Background: an optimization exercise with open tools, aiming at small area, a short achievable clock period and few clock cycles per item. Do not read the settings as production practice. Function was checked by simulation only, so behaviour that the tests miss may differ from the original. Power and IR drop assume default switching activity.

Design second_chance_cache_set_top, start of the top module:
module second_chance_cache_set_top #(
  parameter int MAX_ENTRIES = 16
) (
  input  wire logic              clk_i,
  input  wire logic              rst_ni,
  input  wire logic              cfg_we_i,
  input  wire logic [scs_pkg::CFG_W-1:0]  cfg_wdata_i,
  input  wire logic              s_axis_tvalid,
  output logic                   s_axis_tready,
  input  wire logic [63:0]       s_axis_tdata,
  input  wire logic [1:0]        s_axis_tuser,
  output logic                   m_axis_tvalid,
  input  wire logic              m_axis_tready,
  output logic [39:0]            m_axis_tdata,
  output logic [0:0]             m_axis_tuser
);
Size: roughly 4300 cells after synthesis, about 1500 flip-flops, roughly 120 I/O pins.
Settings: LEC_CHECK=0, CAP_MARGIN=20, CORE_MARGIN=2, CORE_UTILIZATION=40, SETUP_SLACK_MARGIN=3.6, SLEW_MARGIN=20; clock period 6.0 ns.
run.sh (not shown) runs the stock make flow with config.mk's settings and CLKGATE_MAP_FILE= SYNTH_SCRIPT=/design/flow/synth_recipe.tcl, a recipe that flattens the netlist after the stock synthesis.
The baseline went through all stages and came out clean.
Testbench counts at the start, summed over its fixed seeds: cycles 20,016, requests 20,000.
Next try:
Settings changed: SETUP_SLACK_MARGIN 3.6 to 3.0.
After rerunning: The new run completed without violations; clock-buffer cell count rises by 13; via count drops by 4.4%; routed wire length is lower by 4.4%; power is lower by 3.0%; critical path depth goes down by 1; worst setup slack got worse by 0.096 ns; design area decreases by 5.9%; sequential power barely changes; synthesized area is unchanged; hold slack is worse by 0.0072 ns; global-route usage goes down by 0.39 points.

* * *

The RTL this note starts from:
==> flow/design.v <==
`default_nettype none
package scs_pkg;
  localparam int KEY_W          = 32;
  localparam int VAL_W          = 32;
  localparam int CFG_W          = 5;
  localparam int MIN_CAPACITY   = 2;
  localparam int RESET_CAPACITY = 16;
  localparam logic [1:0] OP_GET = 2'd0;
  localparam logic [1:0] OP_PUT = 2'd1;
  localparam logic [1:0] OP_DEL = 2'd2;
  localparam logic [1:0] OP_REF = 2'd3;
endpackage
`default_nettype wire
`default_nettype none
module second_chance_cache_set_top #(
  parameter int MAX_ENTRIES = 16
) (
  input  wire logic              clk_i,
  input  wire logic              rst_ni,
  input  wire logic              cfg_we_i,
  input  wire logic [scs_pkg::CFG_W-1:0]  cfg_wdata_i,
  input  wire logic              s_axis_tvalid,
  output logic                   s_axis_tready,
  input  wire logic [63:0]       s_axis_tdata,
  input  wire logic [1:0]        s_axis_tuser,
  output logic                   m_axis_tvalid,
  input  wire logic              m_axis_tready,
  output logic [39:0]            m_axis_tdata,
  output logic [0:0]             m_axis_tuser
);
  localparam int N         = MAX_ENTRIES;
  localparam int P         = MAX_ENTRIES + 1;    
  localparam int KW        = scs_pkg::KEY_W;
  localparam int VW        = scs_pkg::VAL_W;
  localparam int CNT_W     = $clog2(N + 1);
  localparam int CAP_RESET = (scs_pkg::RESET_CAPACITY > N) ? N : scs_pkg::RESET_CAPACITY;
  localparam int RES_W     = VW + 2;   
  logic          req_v_q;
  logic [1:0]    req_op_q;
  logic [KW-1:0] req_key_q;
  logic [VW-1:0] req_val_q;
  logic [P-1:0]  eq_q;      
  logic          eqp_q;     
  logic [P-1:0]  new_q;     
  logic          new_any_q;
  logic [P*KW-1:0] keys_q;
  logic [P*VW-1:0] vals_q;
  logic [P-1:0]    valid_q;
  logic [P-1:0]    ref_q;
  logic [P-1:0]    spare_q;    
  logic [P*P-1:0]  bef_q;      
  logic [CNT_W-1:0] count_q;
  logic [CNT_W-1:0] cap_q;
  logic             full_q;     
  logic             s_busy_q;    
  logic             m_v_q, sk_v_q;
  logic [RES_W-1:0] m_q, sk_q;
  logic exec, take;
  assign exec          = req_v_q & ~sk_v_q;
  assign take          = ~s_busy_q;           
  assign s_axis_tready = ~s_busy_q;
  assign m_axis_tvalid = m_v_q;
  assign m_axis_tdata  = {7'b0, m_q[VW:0]};
  assign m_axis_tuser  = m_q[VW+1];
  logic [P-1:0] ahead [P];
  always_comb begin
    for (int s = 0; s < P; s++) begin
      for (int j = 0; j < P; j++) begin
        if (j < s)       ahead[s][j] = bef_q[j*P+s];
        else if (j > s)  ahead[s][j] = ~bef_q[s*P+j];
        else             ahead[s][j] = 1'b0;
      end
    end
  end
  logic [P-1:0] hit, cand, pred_c, pred_v, victim_c, head, victim, free_next;
  logic         hit_any, any_cand, full;
  logic [VW-1:0] rd_val;
  logic          rd_ref;
  always_comb begin
    for (int s = 0; s < P; s++) begin
      hit[s] = (valid_q[s] & ~new_q[s] & eq_q[s]) | (new_q[s] & eqp_q);
    end
    hit_any  = |(valid_q & ~new_q & eq_q) | (eqp_q & new_any_q);
    cand     = valid_q & ~ref_q;
    any_cand = |cand;
    for (int s = 0; s < P; s++) begin
      pred_c[s]   = |(cand & ahead[s]);
      pred_v[s]   = |(valid_q & ahead[s]);
      victim_c[s] = cand[s] & ~pred_c[s];
      head[s]     = valid_q[s] & ~pred_v[s];
    end
    victim = any_cand ? victim_c : head;
    for (int s = 0; s < P; s++) begin
      free_next[s] = ~(valid_q[s] | spare_q[s]);
      for (int j = 0; j < s; j++) free_next[s] = free_next[s] & (valid_q[j] | spare_q[j]);
    end
    full = full_q;
    rd_val = '0;
    rd_ref = 1'b0;
    for (int s = 0; s < P; s++) begin
      rd_val = rd_val | (vals_q[s*VW +: VW] & {VW{hit[s]}});
      rd_ref = rd_ref | (ref_q[s] & hit[s]);
    end
  end
  logic is_get, is_put, is_del, is_ref;
  assign is_get = (req_op_q == scs_pkg::OP_GET);
  assign is_put = (req_op_q == scs_pkg::OP_PUT);
  assign is_del = (req_op_q == scs_pkg::OP_DEL);
  assign is_ref = (req_op_q == scs_pkg::OP_REF);
  logic put_miss, put_hit, evict, rot_en, del_hit;
  logic [P-1:0] ins, wr_val, set_ref, clr_ref, rot, kill;
  always_comb begin
    put_miss = exec & is_put & ~hit_any;
    put_hit  = exec & is_put;
    evict    = put_miss & full;
    rot_en   = evict & any_cand;
    del_hit  = exec & is_del & hit_any;
    ins      = {P{put_miss}} & spare_q;
    wr_val   = spare_q | ({P{put_hit}} & hit);
    set_ref  = {P{exec & (is_get | is_put)}} & hit;
    clr_ref  = {P{evict}} & ref_q & ~pred_c;
    rot      = {P{rot_en}} & valid_q & ref_q & ~pred_c;
    kill     = ({P{exec & is_del}} & hit) | ({P{evict}} & victim);
  end
  logic [RES_W-1:0] res;
  assign res = {~hit_any & ~is_put, is_ref & rd_ref, is_get ? rd_val : {VW{1'b0}}};
  logic [KW-1:0] in_key;
  logic [P-1:0]  eq_d;
  logic          eqp_d;
  assign in_key = s_axis_tdata[KW-1:0];
  assign eqp_d  = (in_key == req_key_q);
  always_comb begin
    for (int s = 0; s < P; s++) eq_d[s] = (keys_q[s*KW +: KW] == in_key);
  end
  always_ff @(posedge clk_i) begin
    for (int s = 0; s < P; s++) begin
      if (spare_q[s]) keys_q[s*KW +: KW] <= req_key_q;
      if (wr_val[s])  vals_q[s*VW +: VW] <= req_val_q;
      if (ins[s])          ref_q[s] <= 1'b0;
      else if (clr_ref[s]) ref_q[s] <= 1'b0;
      else if (set_ref[s]) ref_q[s] <= 1'b1;
    end
    for (int i = 0; i < P; i++) begin
      for (int j = 0; j < P; j++) begin
        if (j <= i) begin
        end else if (ins[i])           bef_q[i*P+j] <= 1'b0;
        else if (ins[j])               bef_q[i*P+j] <= 1'b1;
        else if (rot[i] & ~rot[j])     bef_q[i*P+j] <= 1'b0;
        else if (rot[j] & ~rot[i])     bef_q[i*P+j] <= 1'b1;
      end
    end
    if (take) begin
      req_op_q  <= s_axis_tuser;
      req_key_q <= s_axis_tdata[31:0];
      req_val_q <= s_axis_tdata[63:32];
      eq_q      <= eq_d;
      eqp_q     <= eqp_d;
    end
    if (sk_v_q) begin
      if (m_axis_tready) m_q <= sk_q;
    end else if (exec) begin
      if (~m_v_q | m_axis_tready) m_q <= res;
      else                        sk_q <= res;
    end
  end
  logic req_v_d, sk_v_d;
  logic [CNT_W-1:0] count_d, cap_d, count_inc, count_dec;
  assign count_inc = count_q + 1'b1;
  assign count_dec = count_q - 1'b1;
  always_comb begin
    if (put_miss & ~full) count_d = count_inc;
    else if (del_hit)     count_d = count_dec;
    else                  count_d = count_q;
    cap_d = cap_q;
    if (cfg_we_i && (cfg_wdata_i >= scs_pkg::CFG_W'(scs_pkg::MIN_CAPACITY))) begin
      if (32'(cfg_wdata_i) > 32'(N)) cap_d = CNT_W'(N);
      else                           cap_d = CNT_W'(cfg_wdata_i);
    end
  end
  always_comb begin
    if (take) req_v_d = s_axis_tvalid;
    else      req_v_d = req_v_q;           
    sk_v_d = sk_v_q;
    if (sk_v_q) begin
      if (m_axis_tready) sk_v_d = 1'b0;
    end else if (exec) begin
      if (m_v_q & ~m_axis_tready) sk_v_d = 1'b1;
    end
  end
  always_ff @(posedge clk_i or negedge rst_ni) begin
    if (!rst_ni) begin
      req_v_q   <= 1'b0;
      s_busy_q  <= 1'b0;
      new_q     <= '0;
      new_any_q <= 1'b0;
      valid_q   <= '0;
      spare_q   <= P'(1);
      count_q   <= '0;
      cap_q     <= CNT_W'(CAP_RESET);
      full_q    <= 1'b0;
      m_v_q     <= 1'b0;
      sk_v_q    <= 1'b0;
    end else begin
      req_v_q   <= req_v_d;
      sk_v_q    <= sk_v_d;
      s_busy_q  <= req_v_d & sk_v_d;
      if (take) new_q <= ins;
      if (take) new_any_q <= put_miss;
      valid_q <= (valid_q & ~kill) | ins;
      if (put_miss) spare_q <= full ? victim : free_next;
      count_q <= count_d;
      cap_q   <= cap_d;
      full_q  <= (count_d >= cap_d);
      if (sk_v_q) begin
      end else if (exec) begin
        m_v_q <= 1'b1;
      end else if (m_axis_tready) begin
        m_v_q <= 1'b0;
      end
    end
  end
endmodule
`default_nettype wire
Settings: LEC_CHECK=0, CAP_MARGIN=20, CORE_MARGIN=2, CORE_UTILIZATION=40, SETUP_SLACK_MARGIN=3.3, SLEW_MARGIN=20; clock period 6.0 ns.
Testbench counts at the start, summed over its fixed seeds: cycles 20,016, requests 20,000.
Next try:
- CTS_CLUSTER_DIAMETER: unset -> 100
- CTS_CLUSTER_SIZE: unset -> 22
After rerunning:
- final area is lower by about 5%
- via count shrinks by 2.2%
- setup slack improves by 0.099 ns
- synthesized cell count does not change
- sequential share of layout area increases by 2.8 points
- register-to-register slack gains 0.099 ns
- first-iteration DRC count is lower by about 1.8%
- worst hold slack improved by 0.069 ns
- power drops by 14%
- clock power decreases by about 38%
- non-clock buffer count decreases by 37

* * *

== north ==
Starts from the design.v that is shown in full above.
make LEC_CHECK=0 CAP_MARGIN=20 CORE_MARGIN=2 CORE_UTILIZATION=40 CTS_BUF_LIST=sky130_fd_sc_hd__clkbuf_8 SETUP_SLACK_MARGIN=3.3 SLEW_MARGIN=20 finish   # period 6.0 ns
north went all the way through the flow, and no timing, DRC or antenna check failed.
Testbench counts of north, summed over its fixed seeds: cycles 20,016, requests 20,000.
The inputs of south differ from those of north as listed below.
Settings: SETUP_SLACK_MARGIN now 3.0, was 3.3.
--- outcome ---
- The netlist area before placement of north and that of south are within noise of each other.
- south against north: wire length went down by 5.6%, area added between synthesis and finish went down by 4.7 points.
- south vs north — slack of the worst reg-to-reg path dropped 0.29 ns.
- Compared with north, south improves final total power.

* * *

second_chance_cache_set_top, a different RTL version from the one above (not shown whole).
Size in the first run: about 4400 cells after synthesis, roughly 1500 flip-flops, roughly 120 I/O pins, about 62000 µm² of cells after synthesis.
clock: 6.0 ns
lec_check: 0
cap_margin: 20
core_margin: 2
core_utilization: 40
cts_cluster_diameter: 100
cts_cluster_size: 22
setup_slack_margin: 3.6
slew_margin: 20
The first run ran to the end with no violations.
Testbench counts at the start, summed over its fixed seeds: cycles 20,016, requests 20,000.
Then changed:
- SETUP_SLACK_MARGIN: 3.6 -> 3.3
Effect:
- The changed run produced a clean layout
- via count went down by a few percent
- hold slack gets better by 0.0072 ns
- wire length falls by a few percent
- sequential share of layout area climbs by 2.4 points
- design area shrinks by a few percent
- total power decreases by a few percent
- setup slack improved by 0.067 ns
- cell count drops by a few percent

* * *

second_chance_cache_set_top, a different RTL version from the one above (not shown whole).
Size: roughly 4,000 cells after synthesis, about 1,300 flip-flops, about 57,000 µm² of cells after synthesis.
clock: 6.0 ns
lec_check: 0
cap_margin: 20
core_margin: 2
core_utilization: 40
slew_margin: 20
Testbench counts at the start, summed over its fixed seeds: cycles 20,016, requests 20,000.
Next try:
Settings changed: SETUP_SLACK_MARGIN set to 3.3.
Outcome: Fmax came out higher by about 45%; synthesized cell count is unchanged; final area came out higher by 15%.

* * *

second_chance_cache_set_top, a different RTL version from the one above (not shown whole).
For scale: ~4,200 cells after synthesis, roughly 1,400 flip-flops, roughly 120 I/O pins, ~61,000 um2 of cells after synthesis.
clock: 6.0 ns
lec_check: 0
cap_margin: 20
core_margin: 2
core_utilization: 40
cts_cluster_diameter: 100
cts_cluster_size: 22
setup_slack_margin: 3.3
slew_margin: 20
The first run produced a clean layout.
Testbench counts at the start, summed over its fixed seeds: cycles 20,016, requests 20,000.
Edit:
--- a/flow/config.mk
+++ b/flow/config.mk
@@ -9,6 +9,5 @@
 export CORE_MARGIN = 2
 export CORE_UTILIZATION = 40
-export CTS_CLUSTER_DIAMETER = 100
-export CTS_CLUSTER_SIZE = 22
+export CTS_BUF_LIST = sky130_fd_sc_hd__clkbuf_8
 export SETUP_SLACK_MARGIN = 3.3
 export SLEW_MARGIN = 20
The new run finished with timing, DRC and antenna clean.
Worst setup slack improves by 0.033 ns.
Non-clock buffer count fell by 4.
Cell count rose by 4.6%.
Wire length rose by 1.1%.
Register-to-register slack improves by 0.03 ns.
Critical path depth is unchanged.

* * *

main:
second_chance_cache_set_top, a different RTL version from the one above (not shown whole).
For scale: about 1500 flip-flops, ~120 I/O pins, roughly 62000 sq um of cells after synthesis.
clock: 6.0 ns
lec_check: 0
cap_margin: 20
core_margin: 2
core_utilization: 40
cts_buf_list: sky130_fd_sc_hd__clkbuf_4 sky130_fd_sc_hd__clkbuf_8
setup_slack_margin: 3.3
slew_margin: 20
Testbench counts of main, summed over its fixed seeds: cycles 20,016, requests 20,000.
## Diff of input files: the feature branch against main
Settings: changing CTS_BUF_LIST from sky130_fd_sc_hd__clkbuf_4 sky130_fd_sc_hd__clkbuf_8 to sky130_fd_sc_hd__clkbuf_8.
==> comparison <==
- Changes observed in the feature branch relative to main: final hold slack grew by 0.0082 ns, final area held steady, ratio of final minimum period to clock period shrank by 0.62 points.
- Reported net switching power (the feature branch over main): decrease, 0.000043 W
- Diff main -> the feature branch | final worst clock skew | increase of 0.0074 ns
- Delta (the feature branch minus main): final period demand of the worst path moved down, total power dropped 1.6%.

separate check: timing with driven ports:
The results above use ideal ports. As a check the final layouts listed here were re-extracted and re-timed, cells and wires unchanged. Step 1: set_driving_cell puts a clkbuf_16 on clk_i and a buf_2 on each other input, an assumption about the parent block. Step 2 moves the port delays by t, midway between the first and last clock arrival at a register: inputs arrive t later, outputs are due t later. That takes back most of the time a late clock gives input paths. Slacks: ideal / step 1 / step 2; pairs: ideal / step 1.
run	shift t [ns]	setup slack, ns	hold slack, ns	cell pins on the clock port's net
the first run of note 1	0.897	2.425 / 2.425 / 2.425	0.234 / 0.180 / 0.501	1
the second run of note 1	0.903	2.329 / 2.329 / 2.132	0.227 / 0.165 / 0.451	1
the first run of note 2	0.901	2.950 / 2.950 / 2.437	0.184 / 0.169 / 0.478	1
the second run of note 2	0.821	3.049 / 3.049 / 2.472	0.254 / 0.232 / 0.481	1
north	1.084	2.972 / 2.898 / 2.246	0.475 / 0.475 / 0.475	1
south	1.067	2.774 / 2.774 / 1.991	0.081 / 0.020 / 0.488	1
the first run of note 4	0.829	2.896 / 2.896 / 2.533	0.236 / 0.184 / 0.462	1
the second run of note 4	0.814	2.963 / 2.963 / 2.576	0.243 / 0.186 / 0.485	1
the first run of note 5	0.865	1.151 / 1.151 / 1.151	0.465 / 0.465 / 0.465	1
the second run of note 5	0.870	2.666 / 2.666 / 2.093	0.465 / 0.465 / 0.465	1
the first run of note 6	0.788	2.815 / 2.815 / 2.336	0.490 / 0.490 / 0.490	1
the second run of note 6	1.066	2.849 / 2.849 / 2.032	0.351 / 0.294 / 0.474	1
main	1.058	2.951 / 2.951 / 2.277	0.052 / -0.004 / 0.456	1
the feature branch	1.054	2.988 / 2.988 / 2.242	0.060 / 0.012 / 0.455	1
After both steps setup and hold are still met in every run listed. The setup slack of the second run of note 6, which loses most, moves by 0.000 ns with the drivers and by -0.817 ns with both steps.
